What follows belongs to an exercise in optimizing a design on an open flow for small area and a short achievable clock period; a production flow would make more cautious choices. At most, simulation tests tie the RTL to the original design; equivalence was not proved. No functional check of the RTL was part of runs 2 to 4. Power and IR drop assume default switching activity.

File: design/flow/config.mk
export PLATFORM = sky130hd
export DESIGN_NAME = qch_device_mc
export DESIGN_NICKNAME = qch_device_mc
export VERILOG_FILES = /design/flow/design.v
export SDC_FILE = /design/flow/constraint.sdc
export NUM_CORES = 4
export LEC_CHECK = 0
export CAP_MARGIN = 20
export CORE_MARGIN = 2
export CORE_UTILIZATION = 50
export PLACE_DENSITY = 0.6
export SLEW_MARGIN = 20
export SYNTH_HIERARCHICAL = 1
File: design/flow/constraint.sdc
create_clock -name core_clock -period 6.0 [get_ports {clk}]
set_input_delay 1.2000 -clock core_clock [delete_from_list [all_inputs] [get_ports {clk}]]
set_output_delay 1.2000 -clock core_clock [all_outputs]
set_load 0.01 [all_outputs]
File: design/flow/design.v
package qch_pkg;
  localparam int QCH_SYNC_STAGES = 2;
endpackage
module dff2_sync #(
  parameter logic RST_VAL = 1'b1
) (
  input  logic clk,
  input  logic rst_n,
  input  logic d,
  output logic q
);
  logic meta;
  always_ff @(posedge clk or negedge rst_n) begin
    if (!rst_n) begin
      meta <= RST_VAL;
      q    <= RST_VAL;
    end else begin
      meta <= d;
      q    <= meta;
    end
  end
endmodule
module qch_ao222n (
  input  logic [2:0] a,
  input  logic [2:0] b,
  output logic       y
);
  assign y = ~((a[0] & b[0]) | (a[1] & b[1]) | (a[2] & b[2]));
endmodule
module qch_sync_fifo #(
  parameter int DW    = 8,
  parameter int ASIZE = 6
) (
  input  logic          clk,
  input  logic          rst_n,
  input  logic          wr_en,     
  input  logic [DW-1:0] wr_data,
  input  logic          rd_en,
  output logic [DW-1:0] rd_data,
  output logic          full_d,    
  output logic          empty
);
  localparam int DEPTH = 1 << ASIZE;
  localparam int HALF  = ASIZE / 2;
  localparam int NLO   = 1 << HALF;
  localparam int NHI   = 1 << (ASIZE - HALF);
  localparam int NIN   = DEPTH + 1;             
  localparam int NG    = (NIN + 2) / 3;         
  logic [DW-1:0]    mem [DEPTH];
  logic [ASIZE-1:0] wptr;
  logic [ASIZE-1:0] rptr;
  logic [ASIZE-1:0] wptr_inc;
  logic [ASIZE-1:0] rptr_inc;
  logic             full;
  logic             empty_d;
  logic             do_rd;
  logic [NLO-1:0]   wlo;
  logic [NHI-1:0]   whi;
  logic [NLO-1:0]   rlo;
  logic [NHI-1:0]   rhi;
  logic [DEPTH-1:0] we;
  logic [NG*3-1:0]  rsel;
  logic [DW-1:0]    rd_next;
  assign do_rd    = rd_en & ~empty;
  assign wptr_inc = wptr + ASIZE'(1);
  assign rptr_inc = rptr + ASIZE'(1);
  assign empty_d = ~wr_en & (do_rd ? (rptr_inc == wptr) : empty);
  assign full_d  = ~do_rd & (wr_en ? (wptr_inc == rptr) : full);
  always_ff @(posedge clk or negedge rst_n) begin
    if (!rst_n) begin
      wptr  <= '0;
      rptr  <= '0;
      full  <= 1'b0;
      empty <= 1'b1;
    end else begin
      wptr  <= wptr + ASIZE'(wr_en);
      rptr  <= rptr + ASIZE'(do_rd);
      full  <= full_d;
      empty <= empty_d;
    end
  end
  for (genvar j = 0; j < NLO; j++) begin : g_lo
    assign wlo[j] = wr_en & (wptr[HALF-1:0] == HALF'(j));
    assign rlo[j] = do_rd & (rptr[HALF-1:0] == HALF'(j));
  end
  for (genvar k = 0; k < NHI; k++) begin : g_hi
    assign whi[k] = (wptr[ASIZE-1:HALF] == (ASIZE-HALF)'(k));
    assign rhi[k] = (rptr[ASIZE-1:HALF] == (ASIZE-HALF)'(k));
  end
  for (genvar i = 0; i < DEPTH; i++) begin : g_ent
    assign we[i]   = wlo[i % NLO] & whi[i / NLO];
    assign rsel[i] = rlo[i % NLO] & rhi[i / NLO];
    always_ff @(posedge clk) begin
      if (we[i]) begin
        mem[i] <= wr_data;
      end
    end
  end
  assign rsel[DEPTH] = ~do_rd;
  for (genvar i = DEPTH + 1; i < NG * 3; i++) begin : g_pad
    assign rsel[i] = 1'b0;
  end
  for (genvar b = 0; b < DW; b++) begin : g_bit
    logic [NG*3-1:0] col;
    logic [NG-1:0]   grp_n;
    for (genvar i = 0; i < DEPTH; i++) begin : g_col
      assign col[i] = mem[i][b];
    end
    assign col[DEPTH] = rd_data[b];
    for (genvar i = DEPTH + 1; i < NG * 3; i++) begin : g_colpad
      assign col[i] = 1'b0;
    end
    for (genvar g = 0; g < NG; g++) begin : g_grp
      qch_ao222n u_ao (
        .a (col[g*3 +: 3]),
        .b (rsel[g*3 +: 3]),
        .y (grp_n[g])
      );
    end
    assign rd_next[b] = ~&grp_n;
  end
  always_ff @(posedge clk or negedge rst_n) begin
    if (!rst_n) begin
      rd_data <= '0;
    end else begin
      rd_data <= rd_next;
    end
  end
endmodule
module qch_device_mc #(
  parameter int NCH          = 4,
  parameter int DW           = 8,
  parameter int ASIZE        = 6,
  parameter int IDLE_HOLD    = 8,
  parameter int DENY_TIMEOUT = 256
) (
  input  logic              clk,
  input  logic              reset_n,
  input  logic              if_wakeup_i,
  input  logic [NCH-1:0]    wr_valid_i,
  input  logic [NCH*DW-1:0] wr_payload_i,
  output logic [NCH-1:0]    wr_ready_o,
  input  logic [NCH-1:0]    rd_valid_i,
  output logic [NCH*DW-1:0] rd_payload_o,
  output logic [NCH-1:0]    rd_empty_o,
  output logic [NCH-1:0]    wr_flush_o,
  input  logic [NCH-1:0]    wr_done_i,
  input  logic              qreqn_i,
  output logic              qacceptn_o,
  output logic              qdeny_o,
  output logic              qactive_o
);
  localparam int CW = (IDLE_HOLD > 0) ? $clog2(IDLE_HOLD + 1) : 1;
  logic           s_run;
  logic           s_req;
  logic           s_stop_n;
  logic           s_exit;
  logic           s_den;
  logic           s_cont;
  logic           qreqn_s;
  logic [NCH-1:0] full_d;
  logic [NCH-1:0] empty;
  logic [NCH-1:0] wr_acc;
  logic [NCH-1:0] wrdy_q;
  logic [NCH-1:0] flush_q;
  logic           accept_cond;
  logic           deny_cond;
  logic           go_req;
  logic           go_den;
  logic           go_stop;
  logic           open_d;
  logic           activity;
  logic           act_q;
  logic [CW-1:0]  hold_cnt;
  dff2_sync #(.RST_VAL(1'b1)) u_qreqn_sync (
    .clk   (clk),
    .rst_n (reset_n),
    .d     (qreqn_i),
    .q     (qreqn_s)
  );
  assign wr_ready_o = wrdy_q;
  assign wr_acc     = wr_valid_i & wrdy_q;
  assign rd_empty_o = empty;
  assign wr_flush_o = flush_q;
  for (genvar g = 0; g < NCH; g++) begin : g_ch
    qch_sync_fifo #(.DW(DW), .ASIZE(ASIZE)) u_fifo (
      .clk     (clk),
      .rst_n   (reset_n),
      .wr_en   (wr_acc[g]),
      .wr_data (wr_payload_i[g*DW +: DW]),
      .rd_en   (rd_valid_i[g]),
      .rd_data (rd_payload_o[g*DW +: DW]),
      .full_d  (full_d[g]),
      .empty   (empty[g])
    );
  end
  logic unused_cfg;
  assign unused_cfg = |DENY_TIMEOUT;
  assign accept_cond = ~(|flush_q) & (&empty) & ~(|wr_valid_i) & ~(|rd_valid_i) & ~if_wakeup_i;
  assign deny_cond   = if_wakeup_i | (|wr_acc);
  assign go_req  = s_run & ~qreqn_s;
  assign go_den  = s_req & deny_cond;
  assign go_stop = s_req & ~deny_cond & accept_cond;
  assign open_d  = ~go_stop & s_stop_n;
  always_ff @(posedge clk or negedge reset_n) begin
    if (!reset_n) begin
      s_run    <= 1'b1;
      s_req    <= 1'b0;
      s_stop_n <= 1'b1;
      s_exit   <= 1'b0;
      s_den    <= 1'b0;
      s_cont   <= 1'b0;
      wrdy_q   <= '1;
      flush_q  <= '0;
    end else begin
      s_run    <= (s_run & qreqn_s) | s_exit | s_cont;
      s_req    <= go_req | (s_req & ~go_den & ~go_stop);
      s_stop_n <= ~(go_stop | (~s_stop_n & ~qreqn_s));
      s_exit   <= ~s_stop_n & qreqn_s;
      s_den    <= go_den | (s_den & ~qreqn_s);
      s_cont   <= s_den & qreqn_s;
      wrdy_q   <= ~full_d & {NCH{open_d}};
      if (go_req) begin
        flush_q <= '1;
      end else if (go_den | go_stop) begin
        flush_q <= '0;
      end else begin
        flush_q <= flush_q & ~(wr_done_i & {NCH{s_req}});
      end
    end
  end
  assign qacceptn_o = s_stop_n;
  assign qdeny_o    = s_den;
  assign activity = (|wr_valid_i) | (|rd_valid_i) | ~(&empty);
  always_ff @(posedge clk or negedge reset_n) begin
    if (!reset_n) begin
      act_q    <= 1'b0;
      hold_cnt <= '0;
    end else if (activity) begin
      act_q    <= 1'b1;
      hold_cnt <= CW'(IDLE_HOLD);
    end else if (hold_cnt != '0) begin
      hold_cnt <= hold_cnt - CW'(1);
    end else begin
      act_q <= 1'b0;
    end
  end
  assign qactive_o = if_wakeup_i | act_q;
endmodule
File: design/flow/run.sh
#!/bin/bash
# synth_recipe.tcl (not shown) runs the flow's synth.tcl, then flattens the netlist and writes it again
# the make line also repeats each setting of config.mk as NAME=value (left out here)
make -C /OpenROAD-flow-scripts/flow DESIGN_CONFIG=/design/flow/config.mk WORK_HOME=/design/flow/orfs CLKGATE_MAP_FILE= SYNTH_SCRIPT=/design/flow/synth_recipe.tcl finish
==> results of run 1 <==
-- stage by stage --
step / std cells / util
global route: 6741 / 0.569
global placement: 6346 / 0.525
finish: 6742 / 0.569
floorplan: 4244 / -
detailed placement: 6346 / 0.525
CTS: 6741 / 0.569
-- registers in the layout, summed over array words and instances, names as in the netlist --
register,count
g_ch.u_fifo.rptr,24
wrdy_q,4
hold_cnt,4
s_den,1
g_ch.u_fifo.empty,4
s_stop_n,1
s_cont,1
g_ch.u_fifo.wptr,24
s_run,1
s_exit,1
act_q,1
u_qreqn_sync.q,1
g_ch.u_fifo.rd_data,32
u_qreqn_sync.meta,1
g_ch.u_fifo.mem,2048
s_req,1
g_ch.u_fifo.full,4
flush_q,4
-- where the power goes --
part	internal, uW	switching [uW]
Sequential	17300	820
Clock	7580	5510
Combinational	1520	3330
-- per-module statistics from Yosys, one instance, submodules excluded, a selection --
module | cells | times used | flops+latches
qch_device_mc | 78 | 1 | 19
qch_ao222n | 1 | 704 | 0
-- metal layers --
layer	vias up	part of all wire
li1	18847	-
met1	22440	0.41
met2	2350	0.48
met3	355	0.093
met4	2	0.026
met5	-	0.000040
-- worst reg2reg max path: stages (launching register included) --
cell	delay [ns]
sky130_fd_sc_hd__dfstp_2	0.67
sky130_fd_sc_hd__nor2b_1	0.24
sky130_fd_sc_hd__inv_2	0.29
sky130_fd_sc_hd__nor2_2	0.08
sky130_fd_sc_hd__nand2_1	0.53
sky130_fd_sc_hd__nor2_1	0.32
sky130_fd_sc_hd__a222oi_1	0.60
sky130_fd_sc_hd__nand4_1	0.20
sky130_fd_sc_hd__nor4_1	0.84
sky130_fd_sc_hd__nand4_1	0.16
-- layout make-up --
| class | instances | area, um2 |
|---|---|---|
| well taps | 2058 | 2570 |
| repair buffers | 140 | 1130 |
| flip-flops and latches | 2157 | 64200 |
| inverters | 40 | 150 |
| clock buffers | 264 | 5620 |
| clock inverters | 131 | 1280 |
| diodes | 1 | 2.50 |
| fillers | 11834 | 67400 |
| multi-input cells | 1951 | 14000 |
-- kinds of logic (layout without fill, tap and decap cells) --
| family | after synthesis | after routing | synth area share |
|---|---|---|---|
| AOI/OAI and AO/OA | 727 | 727 | 0.0916 |
| xor gates and xnor gates | 89 | 89 | 0.0112 |
| adders and majority gates | 66 | 66 | 0.0105 |
| buffers and inverters | 136 | 575 | 0.0107 |
| DFF | 2157 | 2157 | 0.815 |
| muxes | 1 | 1 | 0.000143 |
| other | 4 | 65 | 0.000190 |
| and+or+nand+nor | 1004 | 1004 | 0.0609 |
-- placed cells by master (no fill, tap or decap), types with 49 or more instances in the layout --
cell type	instances
sky130_fd_sc_hd__edfxtp_1	2048
sky130_fd_sc_hd__a222oi_1	705
sky130_fd_sc_hd__nor2_1	556
sky130_fd_sc_hd__clkbuf_16	212
sky130_fd_sc_hd__nand4_1	168
sky130_fd_sc_hd__dfrtp_1	97
sky130_fd_sc_hd__nand2_1	66
sky130_fd_sc_hd__ha_1	66
sky130_fd_sc_hd__nand3_1	64
sky130_fd_sc_hd__conb_1	64
sky130_fd_sc_hd__clkdlybuf4s50_1	61
sky130_fd_sc_hd__clkinv_2	51
sky130_fd_sc_hd__xnor2_1	49
-- worst min-delay path by stage --
stage / startpoint / end / slack [ns]
after detailed placement: u_qreqn_sync.meta / u_qreqn_sync.q / 0.35
after global placement: u_qreqn_sync.meta / u_qreqn_sync.q / 0.35
after global routing: u_qreqn_sync.meta / u_qreqn_sync.q / 0.35
after floorplan: u_qreqn_sync.meta / u_qreqn_sync.q / 0.35
after CTS: u_qreqn_sync.meta / u_qreqn_sync.q / 0.35
final: u_qreqn_sync.meta / u_qreqn_sync.q / 0.35
==> impl_metrics.env, run 1 <==
export IMPL_worst_path_buf_inv=2
export IMPL_crit_path_top_delay_cell="sky130_fd_sc_hd__nor4_1"
export IMPL_syn_instance_count=4184
export IMPL_r2r_worst_path_depth=9
export IMPL_tritoncts="yes"
export IMPL_hold_worst_slack_ns=0.346
export IMPL_sequential_element_share_of_the_synthesized_area=0.815
export IMPL_worstSetupPathType="in -> reg"
export IMPL_die_width_um=401
export IMPL_global_route_overflow_total=0
export IMPL_use_met1=0.347
export IMPL_setup_worst_path_end_class="register"
export IMPL_rsz0062_at_grt="no"
export IMPL_worst_setup_hold_path_clk_slew_ns=0.06
export IMPL_worstPathRequired_ns=6.66
export IMPL_synthToLayoutAreaGrowth_pct=12.9
export IMPL_postCtsSetupBuffers=0
export IMPL_pre_cts_ws_ns=0.802
export IMPL_clock_sinks=2157
export IMPL_placeableCoreArea_um2=156000
export IMPL_timing_hold_violations_final=0
export IMPL_design_power_total_uw=36100
export IMPL_endpoint="g_ch[0].u_fifo.rd_data[6]"
export IMPL_grt_total_usage=0.243
export IMPL_run_status="no timing/DRC/antenna violations"
export IMPL_critical_path_max_stage_delay_ns=0.84
export IMPL_post_route_cell_area_um2=89000
export IMPL_yosysWarnings=10
export IMPL_max_slew_margin_rel=0.367
export IMPL_design_portCount=95
export IMPL_finalMaxSlewViolations=0
export IMPL_max_cap_violations=0
export IMPL_yosysTopAreaCell="sky130_fd_sc_hd__edfxtp_1"
export IMPL_hold_path_class="reg -> reg"
export IMPL_syn_area_um2=78800
export IMPL_first_global_vias=43318
export IMPL_std_cell_rows=145
export IMPL_grt_met2_usage=0.386
export IMPL_reg2reg_slack_ns=1.92
export IMPL_synth_edf_count=2048
export IMPL_critical_path_top_delay_family="simple AND/OR/NAND/NOR gates"
export IMPL_timing_final_crit_period_ns=4.52
export IMPL_drt_wl_total_mm=200
export IMPL_cts_htree_levels=4
export IMPL_die_height_um=401
export IMPL_timing_critical_path_cells="clkdlybuf4s50_1 > nor2b_1 > inv_2 > nor2_2 > nand2_1 > nor2_1 > a222oi_1 > nand4_1 > nor4_1 > nand4_1"
export IMPL_groute_layer_met3_usage=0.0452
export IMPL_vdd_ir_drop_max_uv=308
export IMPL_postSynthAreaPerCell_um2=18.8
export IMPL_floorplan_die_area_um2=161000
export IMPL_clock_skew_ns=0.0272
export IMPL_drtPass1Iterations=14
export IMPL_vias_per_cell=6.53
export IMPL_synth_area_top_cells="sky130_fd_sc_hd__edfxtp_1, sky130_fd_sc_hd__a222oi_1, sky130_fd_sc_hd__dfrtp_1, sky130_fd_sc_hd__nor2_1, sky130_fd_sc_hd__nand4_1"
export IMPL_grt_busiest_layer="met2"
export IMPL_post_route_cells_drive_above_1_share=0.0933
export IMPL_synth_top_cell_area_share=0.780
export IMPL_final_setup_tns_ns=0
export IMPL_worst_setup_path_startpoint="rd_valid_i[0]"
export IMPL_drt_iter0_drc=7812
export IMPL_arrival_ns=5.18
export IMPL_cts_made_buffers=209
export IMPL_layout_worst_path_cycle_share=0.753
export IMPL_layout_setup_ws_ns=1.48
export IMPL_routabilityCongestion=0.887
export IMPL_pin_count_of_the_biggest_net_entering_global_routing=71
export IMPL_initial_core_util=0.504
export IMPL_cellLeakagePower_uw=0.0277
export IMPL_clock_insertion_delay_worst_skew_ns=0.83
export IMPL_yosys_most_used_dff="sky130_fd_sc_hd__edfxtp_1"
export IMPL_asr_flop_ratio_synth=0.0505
export IMPL_placedInstanceArea_um2=82100
export IMPL_tightest_slew_ns=0.946
export IMPL_r2r_start="g_ch[0].u_fifo.empty"
export IMPL_crit_cells=10
export IMPL_cts_hold_buffers_added=0
export IMPL_detail_route_drc_violations=0
export IMPL_post_synth_num_cell_types=47
export IMPL_dr_total_vias=43994
export IMPL_power_density_cell_area_nw_per_um2=405
export IMPL_grt_pass1_wl_mm=291
export IMPL_io_buffers=94
export IMPL_r2r_end="g_ch[0].u_fifo.rd_data[6]"
export IMPL_worst_path_max_fanout=11
export IMPL_ys_seq_elements=2157
export IMPL_post_drt_wl_per_cell_um=29.6
export IMPL_dp_hpwl_mm=125
export IMPL_crit_path_frequent_cell="sky130_fd_sc_hd__nand4_1"
export IMPL_timing_hold_worst_path_depth=0
export IMPL_commonest_cells_post_synth="sky130_fd_sc_hd__edfxtp_1, sky130_fd_sc_hd__a222oi_1, sky130_fd_sc_hd__nor2_1"
export IMPL_antenna_found_initial=3
export IMPL_clock_root_buffer="sky130_fd_sc_hd__clkbuf_16"
export IMPL_synthMostInstantiatedCell="sky130_fd_sc_hd__edfxtp_1"
export IMPL_postCtsResizedCells=0
export IMPL_final_antenna_net_count=0
export IMPL_critical_path_startpoint_type="primary input"
export IMPL_nNetsFinal=4613
export IMPL_setup_violations_final=0
export IMPL_cts_root_to_sink_buffers=3
export IMPL_fmax_mhz=221
==> run 2: changes to the inputs <==
--- a/design/flow/design.v
+++ b/design/flow/design.v
@@ -44,8 +44,8 @@
   localparam int HALF  = ASIZE / 2;
   localparam int NLO   = 1 << HALF;
   localparam int NHI   = 1 << (ASIZE - HALF);
-  localparam int NIN   = DEPTH + 1;             
-  localparam int NG    = (NIN + 2) / 3;         
+  localparam int NG    = DEPTH / 3;             
+  localparam int NR    = DEPTH - NG * 3;        
   logic [DW-1:0]    mem [DEPTH];
   logic [ASIZE-1:0] wptr;
   logic [ASIZE-1:0] rptr;
@@ -59,7 +59,7 @@
   logic [NLO-1:0]   rlo;
   logic [NHI-1:0]   rhi;
   logic [DEPTH-1:0] we;
-  logic [NG*3-1:0]  rsel;
+  logic [DEPTH-1:0] rsel;
   logic [DW-1:0]    rd_next;
   assign do_rd    = rd_en & ~empty;
   assign wptr_inc = wptr + ASIZE'(1);
@@ -81,7 +81,7 @@
   end
   for (genvar j = 0; j < NLO; j++) begin : g_lo
     assign wlo[j] = wr_en & (wptr[HALF-1:0] == HALF'(j));
-    assign rlo[j] = do_rd & (rptr[HALF-1:0] == HALF'(j));
+    assign rlo[j] = (rptr[HALF-1:0] == HALF'(j));
   end
   for (genvar k = 0; k < NHI; k++) begin : g_hi
     assign whi[k] = (wptr[ASIZE-1:HALF] == (ASIZE-HALF)'(k));
@@ -96,19 +96,11 @@
       end
     end
   end
-  assign rsel[DEPTH] = ~do_rd;
-  for (genvar i = DEPTH + 1; i < NG * 3; i++) begin : g_pad
-    assign rsel[i] = 1'b0;
-  end
   for (genvar b = 0; b < DW; b++) begin : g_bit
-    logic [NG*3-1:0] col;
-    logic [NG-1:0]   grp_n;
+    logic [DEPTH-1:0] col;
+    logic [NG+NR-1:0] grp_n;
     for (genvar i = 0; i < DEPTH; i++) begin : g_col
       assign col[i] = mem[i][b];
-    end
-    assign col[DEPTH] = rd_data[b];
-    for (genvar i = DEPTH + 1; i < NG * 3; i++) begin : g_colpad
-      assign col[i] = 1'b0;
     end
     for (genvar g = 0; g < NG; g++) begin : g_grp
       qch_ao222n u_ao (
@@ -117,12 +109,15 @@
         .y (grp_n[g])
       );
     end
+    for (genvar r = 0; r < NR; r++) begin : g_rem
+      assign grp_n[NG+r] = ~(col[NG*3+r] & rsel[NG*3+r]);
+    end
     assign rd_next[b] = ~&grp_n;
   end
   always_ff @(posedge clk or negedge rst_n) begin
     if (!rst_n) begin
       rd_data <= '0;
-    end else begin
+    end else if (do_rd) begin
       rd_data <= rd_next;
     end
   end
--- a/design/flow/config.mk
+++ b/design/flow/config.mk
@@ -9,5 +9,6 @@
 export CORE_MARGIN = 2
 export CORE_UTILIZATION = 50
 export PLACE_DENSITY = 0.6
+export SETUP_SLACK_MARGIN = 3.1
 export SLEW_MARGIN = 20
 export SYNTH_HIERARCHICAL = 1
==> run 2 against run 1 <==
Compared with the run above: clock skew about the same; final area up 4.8%; combinational power up 87%; synthesized cell count up 0.48%; maximum frequency up 46%; flip-flop and latch count unchanged; sequential share of layout area down 3.3 points; via count up 3.0%; core utilization up 2.7 points; sequential power about the same; critical endpoint is now g_ch[2].u_fifo.rd_data[0]; largest cell class unchanged.
==> impl_metrics.env, run 2 <==
export IMPL_first_global_vias=44619
export IMPL_grt_total_usage=0.256
export IMPL_commonest_cells_post_synth="sky130_fd_sc_hd__edfxtp_1, sky130_fd_sc_hd__a222oi_1, sky130_fd_sc_hd__nor2_1"
export IMPL_fmax_mhz=324
export IMPL_endpoint="g_ch[2].u_fifo.rd_data[0]"
export IMPL_cellLeakagePower_uw=0.0292
export IMPL_std_cell_rows=145
export IMPL_syn_instance_count=4204
export IMPL_tightest_slew_ns=1.01
export IMPL_final_antenna_net_count=0
export IMPL_io_buffers=94
export IMPL_synth_edf_count=2048
export IMPL_cts_made_buffers=209
export IMPL_initial_core_util=0.504
export IMPL_arrival_ns=3.77
export IMPL_syn_area_um2=78900
export IMPL_yosysTopAreaCell="sky130_fd_sc_hd__edfxtp_1"
export IMPL_dp_hpwl_mm=125
export IMPL_rsz0062_at_grt="yes"
export IMPL_synthToLayoutAreaGrowth_pct=18.2
export IMPL_placeableCoreArea_um2=157000
export IMPL_worstSetupPathType="reg -> reg"
export IMPL_timing_final_crit_period_ns=3.09
export IMPL_pin_count_of_the_biggest_net_entering_global_routing=65
export IMPL_drt_wl_total_mm=210
export IMPL_largestRegisters="g_ch.u_fifo.mem x2048, g_ch.u_fifo.rd_data x32"
export IMPL_hold_path_class="reg -> reg"
export IMPL_floorplan_die_area_um2=161000
export IMPL_global_route_overflow_total=0
export IMPL_worst_setup_hold_path_clk_slew_ns=0.07
export IMPL_r2r_end="g_ch[2].u_fifo.rd_data[0]"
export IMPL_synth_area_top_cells="sky130_fd_sc_hd__edfxtp_1, sky130_fd_sc_hd__a222oi_1, sky130_fd_sc_hd__dfrtp_1, sky130_fd_sc_hd__nor2_1, sky130_fd_sc_hd__ha_1"
export IMPL_power_density_cell_area_nw_per_um2=431
export IMPL_dr_total_vias=45309
export IMPL_cts_root_to_sink_buffers=3
export IMPL_worst_path_max_fanout=8
export IMPL_max_slew_margin_rel=0.322
export IMPL_synthMostInstantiatedCell="sky130_fd_sc_hd__edfxtp_1"
export IMPL_cts_hold_buffers_added=0
export IMPL_postSynthAreaPerCell_um2=18.8
export IMPL_most_frequent_cells_in_the_layout="sky130_fd_sc_hd__edfxtp_1, sky130_fd_sc_hd__a222oi_1, sky130_fd_sc_hd__nor2_1"
export IMPL_final_common_cell="sky130_fd_sc_hd__edfxtp_1"
export IMPL_timing_hold_worst_path_depth=0
export IMPL_timing_hold_violations_final=0
export IMPL_fill_cell_count=11340
export IMPL_asr_flop_ratio_synth=0.0505
export IMPL_worstPathRequired_ns=6.69
export IMPL_worst_setup_path_startpoint="g_ch[2].u_fifo.rptr[1]"
export IMPL_yosys_most_used_dff="sky130_fd_sc_hd__edfxtp_1"
export IMPL_final_setup_tns_ns=0
export IMPL_sequential_element_share_of_the_synthesized_area=0.814
export IMPL_run_status="no timing/DRC/antenna violations"
export IMPL_routabilityCongestion=0.894
export IMPL_detail_route_drc_violations=0
export IMPL_post_route_cells_drive_above_1_share=0.233
export IMPL_post_drt_wl_per_cell_um=30.6
export IMPL_max_cap_violations=0
export IMPL_post_synth_num_cell_types=49
export IMPL_vdd_ir_drop_max_uv=336
export IMPL_reg2reg_slack_ns=2.91
export IMPL_grt_pass1_wl_mm=304
export IMPL_die_height_um=401
export IMPL_clock_insertion_delay_worst_skew_ns=0.82
export IMPL_finalMaxSlewViolations=0
export IMPL_setup_worst_path_end_class="register"
export IMPL_ys_seq_elements=2157
export IMPL_critical_path_startpoint_type="register"
export IMPL_clock_skew_ns=0.0272
export IMPL_yosysWarnings=10
export IMPL_drt_iter0_drc=9067
export IMPL_design_portCount=95
export IMPL_layout_worst_path_cycle_share=0.515
export IMPL_antenna_found_initial=3
export IMPL_nNetsFinal=4742
export IMPL_hold_worst_slack_ns=0.356
export IMPL_register_with_the_highest_flop_count="g_ch.u_fifo.mem"
export IMPL_number_of_flip_flops_under_the_largest_register_name=2048
export IMPL_synth_top_cell_area_share=0.779
export IMPL_layout_cells_non_filler=6868
export IMPL_cts_htree_levels=4
export IMPL_clock_sinks=2157
export IMPL_die_width_um=401
export IMPL_r2r_worst_path_depth=10
export IMPL_setup_violations_final=0
export IMPL_inst_count_dp=6307
export IMPL_tritoncts="yes"
export IMPL_clock_root_buffer="sky130_fd_sc_hd__clkbuf_16"
export IMPL_drtPass1Iterations=17
export IMPL_vias_per_cell=6.60
export IMPL_r2r_start="g_ch[2].u_fifo.rptr[1]"
run 2: cell types whose count changed in the layout (fill, tap and decap cells not counted), sizes merged, moves of 36 or more:
cell | before | now
nand3 | 66 | 118
clkdlybuf4s50 | 61 | 13
nor2 | 560 | 620
buf | 79 | 222
nor4 | 36 | 0
dlygate4sd2 | 0 | 37
conb | 64 | 0
run 2: layout make-up:
type                            instances  area, um2  share of cell area
Tap cell                             2058       2570              0.0276
Sequential cell                      2157      64300               0.689
Inverter                               48        256             0.00275
Antenna cell                            2       5.00           0.0000537
Multi-Input combinational cell       1935      16800               0.181
Clock buffer                          276       5830              0.0625
Clock inverter                        115       1060              0.0113
Timing Repair Buffer                  277       2430              0.0261
run 2: critical path: stages (launching register included):
cell	delay (ns)
sky130_fd_sc_hd__dfrtp_2	0.46
sky130_fd_sc_hd__ha_4	0.21
sky130_fd_sc_hd__ha_4	0.17
sky130_fd_sc_hd__clkinvlp_4	0.14
sky130_fd_sc_hd__buf_12	0.13
sky130_fd_sc_hd__nor2_4	0.06
sky130_fd_sc_hd__a222oi_1	0.49
sky130_fd_sc_hd__nand4_1	0.31
sky130_fd_sc_hd__or4_4	0.64
sky130_fd_sc_hd__a2111oi_4	0.27
sky130_fd_sc_hd__nor2_1	0.07
run 2: cells by family (layout without fill, tap and decap cells):
group	Yosys count	count (layout)	synth area share
flip-flops	2157	2157	0.814
adder cells (fa/ha/maj)	66	66	0.0105
XOR/XNOR	89	89	0.0103
AO/OA/AOI/OAI	727	727	0.0939
buffers and inverters	112	716	0.00672
multiplexers	1	1	0.000143
AND/OR/NAND/NOR	1052	1052	0.0647
other	0	2	0
run 2: per-module statistics from Yosys (local to each module, per instance), excerpt:
| module | times used | flip-flops and latches |
|---|---|---|
| qch_device_mc | 1 | 19 |
| qch_ao222n | 672 | 0 |
run 2: routing by layer:
metal,track usage,part of all wire,vias to the layer above
met5,0,0,-
met4,0.0795,0.029,0
met3,0.0437,0.10,383
met2,0.397,0.47,2853
met1,0.373,0.40,22908
li1,-,-,19165
run 2: power breakdown:
group | switching, uW | internal, uW
combinational | 5830 | 3240
clock | 5500 | 7560
sequential | 699 | 17300
total | 12000 | 28100
run 2: stage by stage:
| step | util | instance area (um2) | setup WS [ns] | power [uW] |
|---|---|---|---|---|
| 5_1_grt | 0.596 | 93300 | 2.88 | 41400 |
| 4_1_cts | 0.589 | 92300 | 2.73 | 39800 |
| 3_3_place_gp | 0.525 | 82200 | 1.72 | 24800 |
| 6_report | 0.596 | 93300 | 2.91 | 40200 |
| 3_5_place_dp | 0.525 | 82200 | 1.69 | 24900 |
| 2_1_floorplan | - | 78900 | 3.25 | 21800 |
run 2: how the worst min path moves through the flow:
stage	from	end	slack [ns]
floorplan	u_qreqn_sync.meta	u_qreqn_sync.q	0.35
global placement	u_qreqn_sync.meta	u_qreqn_sync.q	0.35
detailed placement	u_qreqn_sync.meta	u_qreqn_sync.q	0.35
CTS	u_qreqn_sync.meta	u_qreqn_sync.q	0.36
global route	u_qreqn_sync.meta	u_qreqn_sync.q	0.36
finish	u_qreqn_sync.meta	u_qreqn_sync.q	0.36
run 2: what timing repair did:
action	in CTS	in global routing
buffers inserted	147	21
pin swaps	237	123
setup endpoints to repair	2078	1837
resized for setup	585	213
==> run 3: changes to the inputs <==
--- a/design/flow/design.v
+++ b/design/flow/design.v
@@ -80,7 +80,7 @@
     end
   end
   for (genvar j = 0; j < NLO; j++) begin : g_lo
-    assign wlo[j] = wr_en & (wptr[HALF-1:0] == HALF'(j));
+    assign wlo[j] = ~full & (wptr[HALF-1:0] == HALF'(j));
     assign rlo[j] = (rptr[HALF-1:0] == HALF'(j));
   end
   for (genvar k = 0; k < NHI; k++) begin : g_hi
==> run 3 against run 2 <==
Compared with the run above: still clean; synthesized cell count increased by 0.19%; clock skew decreased by 0.0038 ns; sequential power increased by 4%; largest cell class unchanged.
==> impl_metrics.env, run 3 <==
export IMPL_cts_htree_levels=4
export IMPL_final_common_cell="sky130_fd_sc_hd__edfxtp_1"
export IMPL_number_of_flip_flops_under_the_largest_register_name=2048
export IMPL_tritoncts="yes"
export IMPL_power_density_cell_area_nw_per_um2=445
export IMPL_die_height_um=402
export IMPL_antenna_found_initial=9
export IMPL_syn_instance_count=4212
export IMPL_ys_seq_elements=2157
export IMPL_grt_pass1_wl_mm=303
export IMPL_max_slew_margin_rel=0.339
export IMPL_design_portCount=95
export IMPL_nNetsFinal=4751
export IMPL_io_buffers=94
export IMPL_hold_path_class="reg -> reg"
export IMPL_clock_sinks=2157
export IMPL_yosysWarnings=10
export IMPL_register_with_the_highest_flop_count="g_ch.u_fifo.mem"
export IMPL_arrival_ns=3.79
export IMPL_first_global_vias=44265
export IMPL_cts_made_buffers=208
export IMPL_run_status="no timing/DRC/antenna violations"
export IMPL_asr_flop_ratio_synth=0.0505
export IMPL_vdd_ir_drop_max_uv=303
export IMPL_initial_core_util=0.505
export IMPL_sequential_element_share_of_the_synthesized_area=0.813
export IMPL_worst_path_max_fanout=8
export IMPL_rsz0062_at_grt="yes"
export IMPL_tightest_slew_ns=0.988
export IMPL_hold_worst_slack_ns=0.395
export IMPL_drt_iter0_drc=7856
export IMPL_clock_insertion_delay_worst_skew_ns=0.82
export IMPL_timing_hold_violations_final=0
export IMPL_cellLeakagePower_uw=0.0292
export IMPL_most_frequent_cells_in_the_layout="sky130_fd_sc_hd__edfxtp_1, sky130_fd_sc_hd__a222oi_1, sky130_fd_sc_hd__nor2_1"
export IMPL_syn_area_um2=79000
export IMPL_yosysTopAreaCell="sky130_fd_sc_hd__edfxtp_1"
export IMPL_die_width_um=402
export IMPL_layout_worst_path_cycle_share=0.515
export IMPL_dr_total_vias=45247
export IMPL_routabilityCongestion=0.892
export IMPL_max_cap_violations=0
export IMPL_synth_edf_count=2048
export IMPL_worst_setup_hold_path_clk_slew_ns=0.06
export IMPL_dp_hpwl_mm=128
export IMPL_std_cell_rows=145
export IMPL_synth_top_cell_area_share=0.778
export IMPL_cts_hold_buffers_added=0
export IMPL_synth_area_top_cells="sky130_fd_sc_hd__edfxtp_1, sky130_fd_sc_hd__a222oi_1, sky130_fd_sc_hd__dfrtp_1, sky130_fd_sc_hd__nor2_1, sky130_fd_sc_hd__ha_1"
export IMPL_setup_violations_final=0
export IMPL_worstSetupPathType="reg -> reg"
export IMPL_detail_route_drc_violations=0
export IMPL_finalMaxSlewViolations=0
export IMPL_setup_worst_path_end_class="register"
export IMPL_postSynthAreaPerCell_um2=18.8
export IMPL_fmax_mhz=324
export IMPL_post_route_cells_drive_above_1_share=0.187
export IMPL_cts_root_to_sink_buffers=3
export IMPL_placeableCoreArea_um2=157000
export IMPL_post_synth_num_cell_types=49
export IMPL_global_route_overflow_total=0
export IMPL_grt_total_usage=0.255
export IMPL_clock_root_buffer="sky130_fd_sc_hd__clkbuf_16"
export IMPL_final_setup_tns_ns=0
export IMPL_pin_count_of_the_biggest_net_entering_global_routing=74
export IMPL_floorplan_die_area_um2=161000
export IMPL_critical_path_startpoint_type="register"
export IMPL_timing_final_crit_period_ns=3.09
export IMPL_worstPathRequired_ns=6.70
export IMPL_synthMostInstantiatedCell="sky130_fd_sc_hd__edfxtp_1"
export IMPL_fill_cell_count=11501
export IMPL_clock_skew_ns=0.0233
export IMPL_largestRegisters="g_ch.u_fifo.mem x2048, g_ch.u_fifo.rd_data x32"
export IMPL_drtPass1Iterations=14
export IMPL_final_antenna_net_count=0
export IMPL_vias_per_cell=6.57
export IMPL_post_drt_wl_per_cell_um=30.3
export IMPL_synthToLayoutAreaGrowth_pct=16.8
export IMPL_commonest_cells_post_synth="sky130_fd_sc_hd__edfxtp_1, sky130_fd_sc_hd__a222oi_1, sky130_fd_sc_hd__nor2_1"
export IMPL_yosys_most_used_dff="sky130_fd_sc_hd__edfxtp_1"
export IMPL_drt_wl_total_mm=209
[run 3: changes by cell type after synthesis, sizes merged]
cell and change:
clkbuf +4, buf +4, nor2b -4, nand2b +8, nand3 -12, nor2 +4, or3b +4
[run 3: cell type report]
class,instances,area (um2),area share
Multi-Input combinational cell,1935,15700,0.170
Clock buffer,264,5540,0.0600
Timing Repair Buffer,287,2400,0.0261
Tap cell,2058,2570,0.0279
Sequential cell,2157,64300,0.697
Clock inverter,131,1480,0.0160
Inverter,48,256,0.00278
Antenna cell,3,7.51,0.0000814
[run 3: worst max-delay path, stage by stage, from the launching register on]
cell and delay (ns):
sky130_fd_sc_hd__dfrtp_2 0.45, sky130_fd_sc_hd__ha_4 0.20, sky130_fd_sc_hd__ha_4 0.16, sky130_fd_sc_hd__clkinvlp_4 0.11, sky130_fd_sc_hd__buf_4 0.13, sky130_fd_sc_hd__buf_12 0.12
sky130_fd_sc_hd__nor2_4 0.06, sky130_fd_sc_hd__a222oi_1 0.55, sky130_fd_sc_hd__nand4_2 0.24, sky130_fd_sc_hd__or4_4 0.63, sky130_fd_sc_hd__a2111oi_4 0.22, sky130_fd_sc_hd__nor2_1 0.08
[run 3: logic make-up (layout without fill, tap and decap cells)]
logic type	Yosys count	in the layout	synth area share
AOI/OAI and AO/OA	727	727	0.0939
xor gates and xnor gates	89	89	0.0102
adders and majority gates	66	66	0.0105
buffers and inverters	120	730	0.00716
DFF	2157	2157	0.813
muxes	1	1	0.000143
other	0	3	0
and+or+nand+nor	1052	1052	0.0651
[run 3: through the flow]
step | setup slack, ns | total power [uW] | util | instances | cell area [um2]
6_report | 2.91 | 41100 | 0.589 | 6883 | 92300
4_1_cts | 2.94 | 40800 | 0.586 | 6850 | 91700
3_3_place_gp | 2.31 | 25900 | 0.526 | 6325 | 82300
3_5_place_dp | 2.29 | 26000 | 0.526 | 6325 | 82300
5_1_grt | 2.97 | 42400 | 0.589 | 6880 | 92200
2_1_floorplan | 3.29 | 22700 | - | 4212 | 79000
[run 3: path summary, 6_finish.rpt]
check                                       start                        end  slack (ns)  cells past startpoint
min                             u_qreqn_sync.meta             u_qreqn_sync.q        0.40                      0
max reg2reg                g_ch[3].u_fifo.rptr[1]  g_ch[3].u_fifo.rd_data[5]        2.91                     11
max in group asynchronous                 reset_n                 flush_q[1]        4.32                      2
min in group asynchronous                 reset_n  g_ch[0].u_fifo.rd_data[6]        0.43                      1
min reg2reg                     u_qreqn_sync.meta             u_qreqn_sync.q        0.40                      0
max                        g_ch[3].u_fifo.rptr[1]  g_ch[3].u_fifo.rd_data[5]        2.91                     11
[run 3: timing repair]
action | 4_1_cts | 5_1_grt
buffers inserted | 130 | 30
pin swaps | 220 | 142
resized for setup | 415 | 60
endpoints found under the setup margin | 79 | 34
[run 3: per-layer routing]
metal | part of all wire | global-route usage
met4 | 0.026 | 0.0697
met2 | 0.47 | 0.396
met5 | 0.000062 | 0
met1 | 0.41 | 0.371
met3 | 0.094 | 0.0470
[run 3: power by group]
part           switching [uW]  internal [uW]  leakage, uW  total [uW]
Clock                    5580           7680      0.00340       13300
Combinational            5910           3160      0.00612        9080
Sequential                887          17900       0.0197       18700
Total                   12400          28700       0.0292       41100
[run 3: Yosys stat by module, one instance, submodules excluded, excerpt]
module | cell area (um2) | cells | flops+latches
qch_device_mc | 902 | 78 | 19
qch_ao222n | 10.0 | 1 | 0
==> run 4: changes to the inputs <==
--- a/design/flow/config.mk
+++ b/design/flow/config.mk
@@ -8,6 +8,8 @@
 export CAP_MARGIN = 20
 export CORE_MARGIN = 2
 export CORE_UTILIZATION = 50
+export CTS_CLUSTER_DIAMETER = 120
+export CTS_CLUSTER_SIZE = 30
 export PLACE_DENSITY = 0.6
 export SETUP_SLACK_MARGIN = 3.1
 export SLEW_MARGIN = 20
==> run 4 against run 3 <==
Compared with the run above: still clean; final area fell by 5.0%; synthesized cell count did not move; synthesized area did not move; clock skew rose by 0.0087 ns; register-to-register slack improved by 0.07 ns; largest cell class unchanged.
==> impl_metrics.env, run 4 <==
export IMPL_crit_path_top_delay_cell="sky130_fd_sc_hd__or4_4"
export IMPL_std_cell_rows=145
export IMPL_first_global_vias=42998
export IMPL_finalMaxSlewViolations=0
export IMPL_clock_insertion_delay_worst_skew_ns=0.74
export IMPL_initial_core_util=0.505
export IMPL_number_of_flip_flops_under_the_largest_register_name=2048
export IMPL_vias_per_cell=6.67
export IMPL_tightest_slew_ns=0.985
export IMPL_floorplan_die_area_um2=161000
export IMPL_syn_instance_count=4212
export IMPL_vdd_ir_drop_max_uv=247
export IMPL_run_status="no timing/DRC/antenna violations"
export IMPL_sequential_element_share_of_the_synthesized_area=0.813
export IMPL_timing_hold_violations_final=0
export IMPL_final_common_cell="sky130_fd_sc_hd__edfxtp_1"
export IMPL_layout_worst_path_cycle_share=0.503
export IMPL_cellLeakagePower_uw=0.0269
export IMPL_synth_top_cell_area_share=0.778
export IMPL_synthMostInstantiatedCell="sky130_fd_sc_hd__edfxtp_1"
export IMPL_groute_layer_met3_usage=0.0343
export IMPL_r2r_worst_path_depth=10
export IMPL_arrival_ns=3.64
export IMPL_cts_root_to_sink_buffers=3
export IMPL_clock_root_buffer="sky130_fd_sc_hd__clkbuf_16"
export IMPL_register_with_the_highest_flop_count="g_ch.u_fifo.mem"
export IMPL_r2r_start="g_ch[3].u_fifo.rptr[1]"
export IMPL_drt_iter0_drc=7574
export IMPL_die_width_um=402
export IMPL_dp_hpwl_mm=128
export IMPL_synth_edf_count=2048
export IMPL_hold_worst_slack_ns=0.430
export IMPL_timing_critical_path_cells="ha_4 > buf_12 > ha_4 > inv_12 > nor2_4 > a222oi_1 > nand4_1 > or4_4 > a2111oi_4 > nor2_1"
export IMPL_endpoint="g_ch[3].u_fifo.rd_data[3]"
export IMPL_max_cap_violations=0
export IMPL_r2r_end="g_ch[3].u_fifo.rd_data[3]"
export IMPL_syn_area_um2=79000
export IMPL_cts_made_buffers=82
export IMPL_fmax_mhz=332
export IMPL_clock_skew_ns=0.0320
export IMPL_worstSetupPathType="reg -> reg"
export IMPL_max_slew_margin_rel=0.341
export IMPL_design_power_total_uw=34800
export IMPL_crit_cells=10
export IMPL_setup_violations_final=0
export IMPL_yosys_most_used_dff="sky130_fd_sc_hd__edfxtp_1"
export IMPL_critical_path_max_stage_delay_ns=0.63
export IMPL_worst_path_buf_inv=2
export IMPL_tritoncts="yes"
export IMPL_nNetsFinal=4617
export IMPL_final_antenna_net_count=0
export IMPL_use_met1=0.371
export IMPL_routabilityCongestion=0.892
export IMPL_rsz0062_at_grt="yes"
export IMPL_largestRegisters="g_ch.u_fifo.mem x2048, g_ch.u_fifo.rd_data x32"
export IMPL_global_route_overflow_total=0
export IMPL_fill_cell_count=11962
export IMPL_critical_path_startpoint_type="register"
export IMPL_worst_setup_path_startpoint="g_ch[3].u_fifo.rptr[1]"
export IMPL_ys_seq_elements=2157
export IMPL_most_frequent_cells_in_the_layout="sky130_fd_sc_hd__edfxtp_1, sky130_fd_sc_hd__a222oi_1, sky130_fd_sc_hd__nor2_1"
export IMPL_grt_total_usage=0.250
export IMPL_postSynthAreaPerCell_um2=18.8
export IMPL_grt_met2_usage=0.390
export IMPL_timing_final_crit_period_ns=3.02
export IMPL_yosysTopAreaCell="sky130_fd_sc_hd__edfxtp_1"
export IMPL_detail_route_drc_violations=0
export IMPL_final_setup_tns_ns=0
export IMPL_pin_count_of_the_biggest_net_entering_global_routing=74
export IMPL_post_route_cells_drive_above_1_share=0.146
export IMPL_cts_hold_buffers_added=0
export IMPL_setup_worst_path_end_class="register"
export IMPL_power_density_cell_area_nw_per_um2=397
export IMPL_die_height_um=402
export IMPL_synthToLayoutAreaGrowth_pct=10.9
export IMPL_antenna_found_initial=8
export IMPL_clock_sinks=2157
export IMPL_post_drt_wl_per_cell_um=31.0
export IMPL_worstPathRequired_ns=6.62
export IMPL_cts_htree_levels=3
export IMPL_grt_busiest_layer="met2"
export IMPL_reg2reg_slack_ns=2.98
export IMPL_design_portCount=95
export IMPL_critical_path_top_delay_family="simple AND/OR/NAND/NOR gates"
export IMPL_worst_setup_hold_path_clk_slew_ns=0.12
export IMPL_hold_path_class="reg -> reg"
export IMPL_commonest_cells_post_synth="sky130_fd_sc_hd__edfxtp_1, sky130_fd_sc_hd__a222oi_1, sky130_fd_sc_hd__nor2_1"
export IMPL_utilization=0.560
export IMPL_drtPass1Iterations=14
export IMPL_placeableCoreArea_um2=157000
export IMPL_drt_wl_total_mm=206
export IMPL_yosysWarnings=10
export IMPL_crit_path_frequent_cell="sky130_fd_sc_hd__ha_4"
export IMPL_post_synth_num_cell_types=49
export IMPL_synth_area_top_cells="sky130_fd_sc_hd__edfxtp_1, sky130_fd_sc_hd__a222oi_1, sky130_fd_sc_hd__dfrtp_1, sky130_fd_sc_hd__nor2_1, sky130_fd_sc_hd__ha_1"
export IMPL_asr_flop_ratio_synth=0.0505
export IMPL_worst_path_max_fanout=8
export IMPL_grt_pass1_wl_mm=297
export IMPL_io_buffers=94
export IMPL_dr_total_vias=44250
[run 4: per-module statistics from Yosys (local to each module, per instance), excerpt]
module	flip-flops and latches	times used
qch_ao222n	0	672
qch_device_mc	19	1
[run 4: worst min path at each step]
stage,from,end,slack [ns],cells after the start
finish,s_exit,s_run,0.43,1
global route,u_qreqn_sync.meta,u_qreqn_sync.q,0.43,0
floorplan,u_qreqn_sync.meta,u_qreqn_sync.q,0.35,0
CTS,s_exit,s_run,0.43,1
global placement,u_qreqn_sync.meta,u_qreqn_sync.q,0.38,0
detailed placement,u_qreqn_sync.meta,u_qreqn_sync.q,0.38,0
[run 4: what timing repair did]
action / in CTS / in global routing
cloned: 0 / 0
resized for setup: 396 / 59
pin swaps: 238 / 128
setup buffers: 131 / 21
endpoints found under the setup margin: 79 / 41
[run 4: final cells by class]
cell class	instances	area, um2	share of cell area
Sequential cell	2157	64300	0.734
Multi-Input combinational cell	1935	15700	0.179
Tap cell	2058	2570	0.0294
Clock buffer	148	2380	0.0272
Timing Repair Buffer	279	2360	0.0269
Inverter	48	259	0.00296
Clock inverter	4	46.3	0.000528
Antenna cell	1	2.50	0.0000286
[run 4: metal layers]
layer | wire length [um] | share of wire
met5 | 23 | 0.00011
met4 | 5970 | 0.029
met3 | 17800 | 0.087
met2 | 96600 | 0.47
met1 | 85400 | 0.41
[run 4: power breakdown]
group          switching [uW]  internal (uW)
Clock                    4340           2760
Sequential                884          17800
Combinational            5870           3130
Total                   11100          23700
[run 4: per-stage QoR]
stage          instance area, um2  setup WS (ns)  std cells
6_report                    87600           2.98       6630
5_1_grt                     87600           2.92       6629
4_1_cts                     87200           2.92       6608
3_5_place_dp                82300           2.29       6325
3_3_place_gp                82300           2.31       6325
2_1_floorplan               79000           3.29       4212
[run 4: logic make-up (layout without fill, tap and decap cells)]
family	Yosys count	count (layout)	synth area share
compound gates	727	727	0.0939
xor+xnor	89	89	0.0102
fa+ha+maj	66	66	0.0105
buf+inv	120	479	0.00716
flops	2157	2157	0.813
mux	1	1	0.000143
other cells	0	1	0
simple gates	1052	1052	0.0651
==> run 5: changes to the inputs <==
--- a/design/flow/design.v
+++ b/design/flow/design.v
@@ -51,6 +51,7 @@
   logic [ASIZE-1:0] rptr;
   logic [ASIZE-1:0] wptr_inc;
   logic [ASIZE-1:0] rptr_inc;
+  logic [ASIZE-1:0] rptr_d;
   logic             full;
   logic             empty_d;
   logic             do_rd;
@@ -64,6 +65,7 @@
   assign do_rd    = rd_en & ~empty;
   assign wptr_inc = wptr + ASIZE'(1);
   assign rptr_inc = rptr + ASIZE'(1);
+  assign rptr_d   = do_rd ? rptr_inc : rptr;
   assign empty_d = ~wr_en & (do_rd ? (rptr_inc == wptr) : empty);
   assign full_d  = ~do_rd & (wr_en ? (wptr_inc == rptr) : full);
   always_ff @(posedge clk or negedge rst_n) begin
@@ -74,18 +76,29 @@
       empty <= 1'b1;
     end else begin
       wptr  <= wptr + ASIZE'(wr_en);
-      rptr  <= rptr + ASIZE'(do_rd);
+      rptr  <= rptr_d;
       full  <= full_d;
       empty <= empty_d;
     end
   end
   for (genvar j = 0; j < NLO; j++) begin : g_lo
     assign wlo[j] = ~full & (wptr[HALF-1:0] == HALF'(j));
-    assign rlo[j] = (rptr[HALF-1:0] == HALF'(j));
   end
   for (genvar k = 0; k < NHI; k++) begin : g_hi
     assign whi[k] = (wptr[ASIZE-1:HALF] == (ASIZE-HALF)'(k));
-    assign rhi[k] = (rptr[ASIZE-1:HALF] == (ASIZE-HALF)'(k));
+  end
+  always_ff @(posedge clk or negedge rst_n) begin
+    if (!rst_n) begin
+      rlo <= NLO'(1);
+      rhi <= NHI'(1);
+    end else begin
+      for (int j = 0; j < NLO; j++) begin
+        rlo[j] <= (rptr_d[HALF-1:0] == HALF'(j));
+      end
+      for (int k = 0; k < NHI; k++) begin
+        rhi[k] <= (rptr_d[ASIZE-1:HALF] == (ASIZE-HALF)'(k));
+      end
+    end
   end
   for (genvar i = 0; i < DEPTH; i++) begin : g_ent
     assign we[i]   = wlo[i % NLO] & whi[i / NLO];
==> run 5 against run 4 <==
Compared with the run above: sequential share of layout area grew 3.0 points; synthesized cell count grew 1.2%; cell count shrank 0.63%; synthesized area grew 1.7%; die area grew 1.7%; wire length shrank 3.7%; total power shrank 5.4%; largest power group unchanged.
==> impl_metrics.env, run 5 <==
export IMPL_timing_hold_worst_path_depth=0
export IMPL_design_portCount=95
export IMPL_cts_htree_levels=3
export IMPL_max_cap_violations=0
export IMPL_vias_per_cell=6.54
export IMPL_synth_compound_area_share=0.0915
export IMPL_dr_total_vias=43105
export IMPL_final_setup_tns_ns=0
export IMPL_design_power_total_uw=32900
export IMPL_clock_insertion_delay_worst_skew_ns=0.73
export IMPL_tritoncts="yes"
export IMPL_clock_root_buffer="sky130_fd_sc_hd__clkbuf_16"
export IMPL_postSynthAreaPerCell_um2=18.8
export IMPL_std_cell_rows=147
export IMPL_power_density_cell_area_nw_per_um2=382
export IMPL_nNetsFinal=4519
export IMPL_rsz0062_at_grt="yes"
export IMPL_timing_hold_violations_final=0
export IMPL_syn_instance_count=4264
export IMPL_timing_final_crit_period_ns=2.94
export IMPL_dp_hpwl_mm=122
export IMPL_drtPass1Iterations=15
export IMPL_post_route_cell_area_um2=86300
export IMPL_drt_iter0_drc=7321
export IMPL_post_synth_num_cell_types=45
export IMPL_yosysTopAreaCell="sky130_fd_sc_hd__edfxtp_1"
export IMPL_cellLeakagePower_uw=0.0270
export IMPL_synth_xor_area_frac=0.0106
export IMPL_crit_path_top_delay_cell="sky130_fd_sc_hd__or2_2"
export IMPL_r2r_start="g_ch[0].u_fifo.rlo[1]"
export IMPL_drt_wl_total_mm=198
export IMPL_tightest_slew_ns=0.903
export IMPL_largest_family_of_logic_cells_by_synthesized_area="compound AO/OA/AOI/OAI gates"
export IMPL_arrival_ns=1.74
export IMPL_initial_core_util=0.502
export IMPL_vdd_ir_drop_max_uv=233
export IMPL_min_delay_start="u_qreqn_sync.meta"
export IMPL_die_height_um=405
export IMPL_asr_flop_ratio_synth=0.0779
export IMPL_number_of_flip_flops_under_the_largest_register_name=2048
export IMPL_finalMaxSlewViolations=0
export IMPL_placedInstanceArea_um2=83800
export IMPL_first_global_vias=42191
export IMPL_routabilityCongestion=0.818
export IMPL_hold_worst_slack_ns=0.362
export IMPL_yosysWarnings=10
export IMPL_io_buffers=94
export IMPL_detail_route_drc_violations=0
export IMPL_most_frequent_cells_in_the_layout="sky130_fd_sc_hd__edfxtp_1, sky130_fd_sc_hd__a222oi_1, sky130_fd_sc_hd__nor2_1"
export IMPL_sequential_element_share_of_the_synthesized_area=0.819
export IMPL_final_antenna_net_count=0
export IMPL_cts_root_to_sink_buffers=3
export IMPL_timing_critical_path_cells="clkbuf_2 > or2_2 > buf_2"
export IMPL_antenna_found_initial=7
export IMPL_fmax_mhz=340
export IMPL_synth_top_cell_area_share=0.765
export IMPL_worstPathRequired_ns=4.80
export IMPL_floorplan_die_area_um2=164000
export IMPL_antenna_cells=0
export IMPL_r2r_worst_path_depth=5
export IMPL_layout_worst_path_cycle_share=0.491
export IMPL_placeableCoreArea_um2=160000
export IMPL_synth_fa_ha_area_frac=0.00592
export IMPL_die_width_um=405
export IMPL_grt_total_usage=0.239
export IMPL_syn_area_um2=80400
export IMPL_critical_path_max_stage_delay_ns=0.29
export IMPL_clock_sinks=2221
export IMPL_clock_skew_ns=0.0215
export IMPL_ys_seq_elements=2221
export IMPL_post_drt_wl_per_cell_um=30.1
export IMPL_critical_path_startpoint_type="primary input"
export IMPL_synth_edf_count=2048
export IMPL_cts_hold_buffers_added=0
export IMPL_cts_made_buffers=84
export IMPL_post_synth_mux_area_share=0.000701
export IMPL_pin_count_of_the_biggest_net_entering_global_routing=96
export IMPL_register_with_the_highest_flop_count="g_ch.u_fifo.mem"
export IMPL_simple_gate_fraction_of_synth_area=0.0670
export IMPL_run_status="no timing/DRC/antenna violations"
export IMPL_yosys_most_used_dff="sky130_fd_sc_hd__edfxtp_1"
export IMPL_commonest_cells_post_synth="sky130_fd_sc_hd__edfxtp_1, sky130_fd_sc_hd__a222oi_1, sky130_fd_sc_hd__nor2_1"
export IMPL_max_slew_margin_rel=0.398
export IMPL_hold_path_class="reg -> reg"
export IMPL_global_route_overflow_total=0
export IMPL_synth_area_top_cells="sky130_fd_sc_hd__edfxtp_1, sky130_fd_sc_hd__a222oi_1, sky130_fd_sc_hd__dfrtp_1, sky130_fd_sc_hd__and2_1, sky130_fd_sc_hd__nor2_1"
export IMPL_worst_path_max_fanout=3
export IMPL_worst_setup_hold_path_clk_slew_ns=0.11
export IMPL_setup_worst_path_end_class="output port"
export IMPL_final_common_cell="sky130_fd_sc_hd__edfxtp_1"
export IMPL_setup_violations_final=0
export IMPL_worst_setup_path_startpoint="if_wakeup_i"
export IMPL_synthToLayoutAreaGrowth_pct=7.36
export IMPL_grt_pass1_wl_mm=289
export IMPL_worstSetupPathType="in -> out"
export IMPL_post_route_cells_drive_above_1_share=0.0513
export IMPL_synthMostInstantiatedCell="sky130_fd_sc_hd__edfxtp_1"
## run 5: layer usage
layer,track usage,vias to the layer above,routed length [um]
met2,0.381,1934,94500
met4,0.0414,0,2720
met5,0,-,0
li1,-,18648,-
met3,0.0293,149,16500
met1,0.362,22374,84300
## run 5: area by class of cell
type	count	area, um2
fill	12577	73700
tap	2086	2610
timing repair buffer	143	1070
clock buffer	151	2420
inverter	40	150
clock inverter	4	41.3
multi-input combinational	1943	14100
sequential	2221	65900
## run 5: where the power goes
part | leakage [uW] | internal (uW) | switching [uW]
registers | 0.0206 | 18400 | 1330
logic | 0.00529 | 1810 | 4210
clock network | 0.00117 | 2800 | 4440
## run 5: worst paths after layout
kind / slack (ns) / end
setup / recovery: 3.06 / qactive_o
min in group asynchronous: 0.45 / g_ch[1].u_fifo.rd_data[0]
max in group asynchronous: 4.39 / g_ch[0].u_fifo.rlo[0]
hold / removal: 0.36 / u_qreqn_sync.q
hold reg to reg: 0.36 / u_qreqn_sync.q
setup reg to reg: 3.18 / g_ch[0].u_fifo.rd_data[0]
## run 5: metrics by stage
stage	util	setup WS (ns)	cells
after global placement	0.524	2.18	6421
final	0.539	3.06	6588
after floorplan	-	3.29	4264
after CTS	0.539	2.89	6588
after detailed placement	0.524	2.20	6421
after global routing	0.539	3.05	6588
## run 5: modules after synthesis (local to each module, per instance), a selection
module / area, um2 / cells / times used
qch_device_mc: 902 / 78 / 1
qch_ao222n: 10.0 / 1 / 672
## run 5: repair_timing
item,CTS,global route
pin swaps,0,0
gates resized for setup,72,3
cloned,0,0
setup endpoints to repair,54,12
buffers inserted,12,0
## run 5: critical path, delay by kind of cell
family	cells	cell delay (ns)
buffers and inverters	2	0.25
AND/OR/NAND/NOR	1	0.29
## run 5: cells by family (layout without fill, tap and decap cells)
family	after synthesis	in the layout
flops	2221	2221
simple gates	1044	1044
compound gates	759	759
buf+inv	100	338
xor+xnor	97	97
fa+ha+maj	38	38
mux	5	5
==> run 6: changes to the inputs <==
--- a/design/flow/design.v
+++ b/design/flow/design.v
@@ -178,7 +178,7 @@
   logic           go_stop;
   logic           open_d;
   logic           activity;
-  logic           act_q;
+  logic           act_n;      
   logic [CW-1:0]  hold_cnt;
   dff2_sync #(.RST_VAL(1'b1)) u_qreqn_sync (
     .clk   (clk),
@@ -242,16 +242,16 @@
   assign activity = (|wr_valid_i) | (|rd_valid_i) | ~(&empty);
   always_ff @(posedge clk or negedge reset_n) begin
     if (!reset_n) begin
-      act_q    <= 1'b0;
+      act_n    <= 1'b1;
       hold_cnt <= '0;
     end else if (activity) begin
-      act_q    <= 1'b1;
+      act_n    <= 1'b0;
       hold_cnt <= CW'(IDLE_HOLD);
     end else if (hold_cnt != '0) begin
       hold_cnt <= hold_cnt - CW'(1);
     end else begin
-      act_q <= 1'b0;
-    end
-  end
-  assign qactive_o = if_wakeup_i | act_q;
-endmodule
+      act_n <= 1'b1;
+    end
+  end
+  assign qactive_o = if_wakeup_i | ~act_n;
+endmodule
==> run 6 against run 5 <==
Compared with the run above: still clean; die area hardly changed; synthesized cell count rose by 0.14%; flip-flop and latch count did not move; core utilization hardly changed; largest power group unchanged.
==> impl_metrics.env, run 6 <==
export IMPL_timing_hold_violations_final=0
export IMPL_clock_root_buffer="sky130_fd_sc_hd__clkbuf_16"
export IMPL_netSwitchingFraction=0.303
export IMPL_hold_path_class="in -> async"
export IMPL_die_width_um=405
export IMPL_utilization=0.539
export IMPL_drt_iter0_drc=7122
export IMPL_vias_per_cell=6.51
export IMPL_syn_area_um2=80400
export IMPL_asr_flop_ratio_synth=0.0779
export IMPL_most_frequent_cells_in_the_layout="sky130_fd_sc_hd__edfxtp_1, sky130_fd_sc_hd__a222oi_1, sky130_fd_sc_hd__nor2_1"
export IMPL_post_drt_wl_per_cell_um=29.9
export IMPL_drtPass1Iterations=11
export IMPL_timing_final_crit_period_ns=2.89
export IMPL_synthToLayoutAreaGrowth_pct=7.39
export IMPL_synth_compound_area_share=0.0916
export IMPL_finalMaxSlewViolations=0
export IMPL_dr_total_vias=42915
export IMPL_first_global_vias=42295
export IMPL_design_portCount=95
export IMPL_layout_cells_non_filler=6594
export IMPL_drt_wl_total_mm=197
export IMPL_clock_insertion_delay_worst_skew_ns=0.73
export IMPL_post_route_cell_area_um2=86300
export IMPL_detail_route_drc_violations=0
export IMPL_worst_setup_hold_path_clk_slew_ns=0.11
export IMPL_placeableCoreArea_um2=160000
export IMPL_clock_power_share=0.221
export IMPL_routabilityCongestion=0.839
export IMPL_worstPathRequired_ns=6.58
export IMPL_io_buffers=94
export IMPL_yosysTopAreaCell="sky130_fd_sc_hd__edfxtp_1"
export IMPL_run_status="no timing/DRC/antenna violations"
export IMPL_commonest_cells_post_synth="sky130_fd_sc_hd__edfxtp_1, sky130_fd_sc_hd__a222oi_1, sky130_fd_sc_hd__nor2_1"
export IMPL_synth_xor_area_frac=0.0106
export IMPL_post_route_cells_drive_above_1_share=0.0495
export IMPL_clock_skew_ns=0.0317
export IMPL_clock_sinks=2221
export IMPL_cts_hold_buffers_added=0
export IMPL_syn_instance_count=4270
export IMPL_setup_worst_path_end_class="register"
export IMPL_placedInstanceArea_um2=83800
export IMPL_final_common_cell="sky130_fd_sc_hd__edfxtp_1"
export IMPL_rsz0062_at_grt="no"
export IMPL_fill_cell_count=12559
export IMPL_vdd_ir_drop_max_uv=284
export IMPL_synth_area_top_cells="sky130_fd_sc_hd__edfxtp_1, sky130_fd_sc_hd__a222oi_1, sky130_fd_sc_hd__dfrtp_1, sky130_fd_sc_hd__and2_1, sky130_fd_sc_hd__nor2_1"
export IMPL_antenna_found_initial=11
export IMPL_floorplan_die_area_um2=164000
export IMPL_post_synth_mux_area_share=0.000560
export IMPL_layout_worst_path_cycle_share=0.481
export IMPL_synth_fa_ha_area_frac=0.00576
export IMPL_synthMostInstantiatedCell="sky130_fd_sc_hd__edfxtp_1"
export IMPL_yosys_most_used_dff="sky130_fd_sc_hd__edfxtp_1"
export IMPL_final_setup_tns_ns=0
export IMPL_simple_gate_fraction_of_synth_area=0.0670
export IMPL_register_with_the_highest_flop_count="g_ch.u_fifo.mem"
export IMPL_global_route_overflow_total=0
export IMPL_synth_top_cell_area_share=0.765
export IMPL_largest_family_of_logic_cells_by_synthesized_area="compound AO/OA/AOI/OAI gates"
export IMPL_fmax_mhz=346
export IMPL_cts_root_to_sink_buffers=3
export IMPL_critical_path_startpoint_type="register"
export IMPL_dp_hpwl_mm=122
export IMPL_initial_core_util=0.502
export IMPL_max_slew_margin_rel=0.349
export IMPL_reg2reg_slack_ns=3.11
export IMPL_worstSetupPathType="reg -> reg"
export IMPL_final_antenna_net_count=0
export IMPL_std_cell_rows=147
export IMPL_ys_seq_elements=2221
export IMPL_pwr_share_seq=0.596
export IMPL_grt_total_usage=0.238
export IMPL_number_of_flip_flops_under_the_largest_register_name=2048
export IMPL_cellLeakagePower_uw=0.0270
export IMPL_post_synth_num_cell_types=44
export IMPL_tightest_slew_ns=0.976
export IMPL_internal_power_uw=23000
export IMPL_power_frac_comb=0.183
export IMPL_net_switching_power_uw=9960
export IMPL_cts_made_buffers=84
export IMPL_tritoncts="yes"
export IMPL_arrival_ns=3.47
export IMPL_cts_htree_levels=3
export IMPL_inst_count_dp=6424
export IMPL_yosysWarnings=10
export IMPL_nNetsFinal=4517
export IMPL_die_height_um=405
export IMPL_worst_path_max_fanout=8
export IMPL_pin_count_of_the_biggest_net_entering_global_routing=158
export IMPL_grt_pass1_wl_mm=287
export IMPL_setup_violations_final=0
export IMPL_sequential_element_share_of_the_synthesized_area=0.819
export IMPL_power_density_cell_area_nw_per_um2=381
export IMPL_synth_edf_count=2048
export IMPL_postSynthAreaPerCell_um2=18.8
export IMPL_max_cap_violations=0
-- run 6: changes by cell type in the layout (fill, tap and decap cells not counted), moves of 3 or more --
| cell | delta |
|---|---|
| sky130_fd_sc_hd__o221ai_1 | -4 |
| sky130_fd_sc_hd__dfrtp_2 | -5 |
| sky130_fd_sc_hd__inv_1 | +4 |
| sky130_fd_sc_hd__nor2_1 | -3 |
| sky130_fd_sc_hd__dfstp_2 | +3 |
| sky130_fd_sc_hd__buf_4 | -4 |
| sky130_fd_sc_hd__o21ai_0 | +3 |
| sky130_fd_sc_hd__a31oi_1 | +4 |
| sky130_fd_sc_hd__dfrtp_1 | +4 |
| sky130_fd_sc_hd__dlygate4sd2_1 | -5 |
| sky130_fd_sc_hd__clkinv_8 | +3 |
| sky130_fd_sc_hd__a21oi_1 | +6 |
| sky130_fd_sc_hd__diode_2 | +5 |
-- run 6: layout make-up --
type                            instances  area (um2)  area share
Timing Repair Buffer                  136        1040      0.0121
Clock buffer                          151        2430      0.0281
Sequential cell                      2221       65900       0.763
Tap cell                             2086        2610      0.0302
Multi-Input combinational cell       1945       14100       0.164
Clock inverter                          6        82.6    0.000957
Antenna cell                            5        12.5    0.000145
Inverter                               44         165     0.00191
-- run 6: power groups by stage --
stage                     registers (uW)  clock network (uW)  logic (uW)
after global routing               19800                7900        6450
after detailed placement           20000                   0        6070
after global placement             20000                   0        6030
after floorplan                    19200                   0        3560
after CTS                          19600                7440        6030
final                              19600                7280        6020
-- run 6: stage by stage --
stage | power [uW] | setup WS [ns] | hold WS, ns
after floorplan | 22800 | 3.44 | 0.345
after global placement | 26000 | 2.45 | 0.349
after detailed placement | 26100 | 2.43 | 0.356
after CTS | 33100 | 2.90 | 0.250
after global routing | 34100 | 3.11 | 0.253
final | 32900 | 3.11 | 0.297
-- run 6: worst paths after layout --
check / cells past startpoint / start / endpoint
max in group asynchronous: 2 / reset_n / g_ch[1].u_fifo.rd_data[2]
max reg2reg: 5 / g_ch[3].u_fifo.rlo[2] / g_ch[3].u_fifo.rd_data[5]
min in group core_clock: 0 / u_qreqn_sync.meta / u_qreqn_sync.q
min: 1 / reset_n / g_ch[0].u_fifo.rd_data[1]
max: 5 / g_ch[3].u_fifo.rlo[2] / g_ch[3].u_fifo.rd_data[5]
min reg2reg: 0 / u_qreqn_sync.meta / u_qreqn_sync.q
-- run 6: kinds of logic (layout without fill, tap and decap cells) --
family / Yosys count / in the layout
AO/OA/AOI/OAI: 765 / 765
XOR/XNOR: 97 / 97
adder cells (fa/ha/maj): 37 / 37
buffers and inverters: 104 / 337
flip-flops: 2221 / 2221
multiplexers: 4 / 4
other: 0 / 5
AND/OR/NAND/NOR: 1042 / 1042
-- run 6: metal layers --
metal | track usage | routed length [um]
met1 | 0.346 | 81600
met2 | 0.383 | 95100
met3 | 0.0347 | 15600
met4 | 0.0549 | 4660
met5 | 0 | 40
-- run 6: what timing repair did --
item,4_1_cts,5_1_grt
gates cloned,0,0
endpoints found under the setup margin,46,6
gates resized for setup,72,7
buffers inserted,8,0
-- run 6: modules after synthesis, one instance, submodules excluded, a selection --
module / copies in the design / cells / area [um2] / flops+latches
qch_device_mc: 1 / 84 / 895 / 19
qch_ao222n: 672 / 1 / 10.0 / 0
-- run 6: worst max-delay path: stages (launching register included) --
cell and delay [ns]:
sky130_fd_sc_hd__dfrtp_1 0.58, sky130_fd_sc_hd__and2_1 0.35, sky130_fd_sc_hd__a222oi_1 0.55, sky130_fd_sc_hd__nand4_1 0.29
sky130_fd_sc_hd__nor4_1 0.79, sky130_fd_sc_hd__a31oi_1 0.18

static timing again, ports no longer ideal:
In the flow no input, the clock included, has a driving cell. The finished layouts below were timed again as built, in two steps.
Step 1: set_driving_cell puts a clkbuf_16 on clk and a buf_2 on each other input, an assumption about the parent block.
Step 2 moves the port delays by t, midway between the first and last clock arrival at a register: inputs arrive t later, outputs are due t later. That takes back most of the time a late clock gives input paths.
a / b / c = no drivers / after step 1 / after step 2; a / b = the first two.
run	t, ns	slack for setup (ns)	worst setup path at the end
run 1	0.894	1.481 / 1.539 / 0.645	input to register
run 2	0.885	2.912 / 2.912 / 2.157	input to register
run 3	0.896	2.911 / 2.911 / 2.316	input to register
run 4	0.797	2.984 / 2.984 / 2.468	input to register
run 5	0.790	3.056 / 3.033 / 2.409	input to register
run 6	0.799	3.114 / 3.104 / 2.352	input to register
After both steps every run listed still meets setup and hold. The setup slack of run 1, which loses most, moves by +0.058 ns with the drivers and by -0.836 ns with both steps.
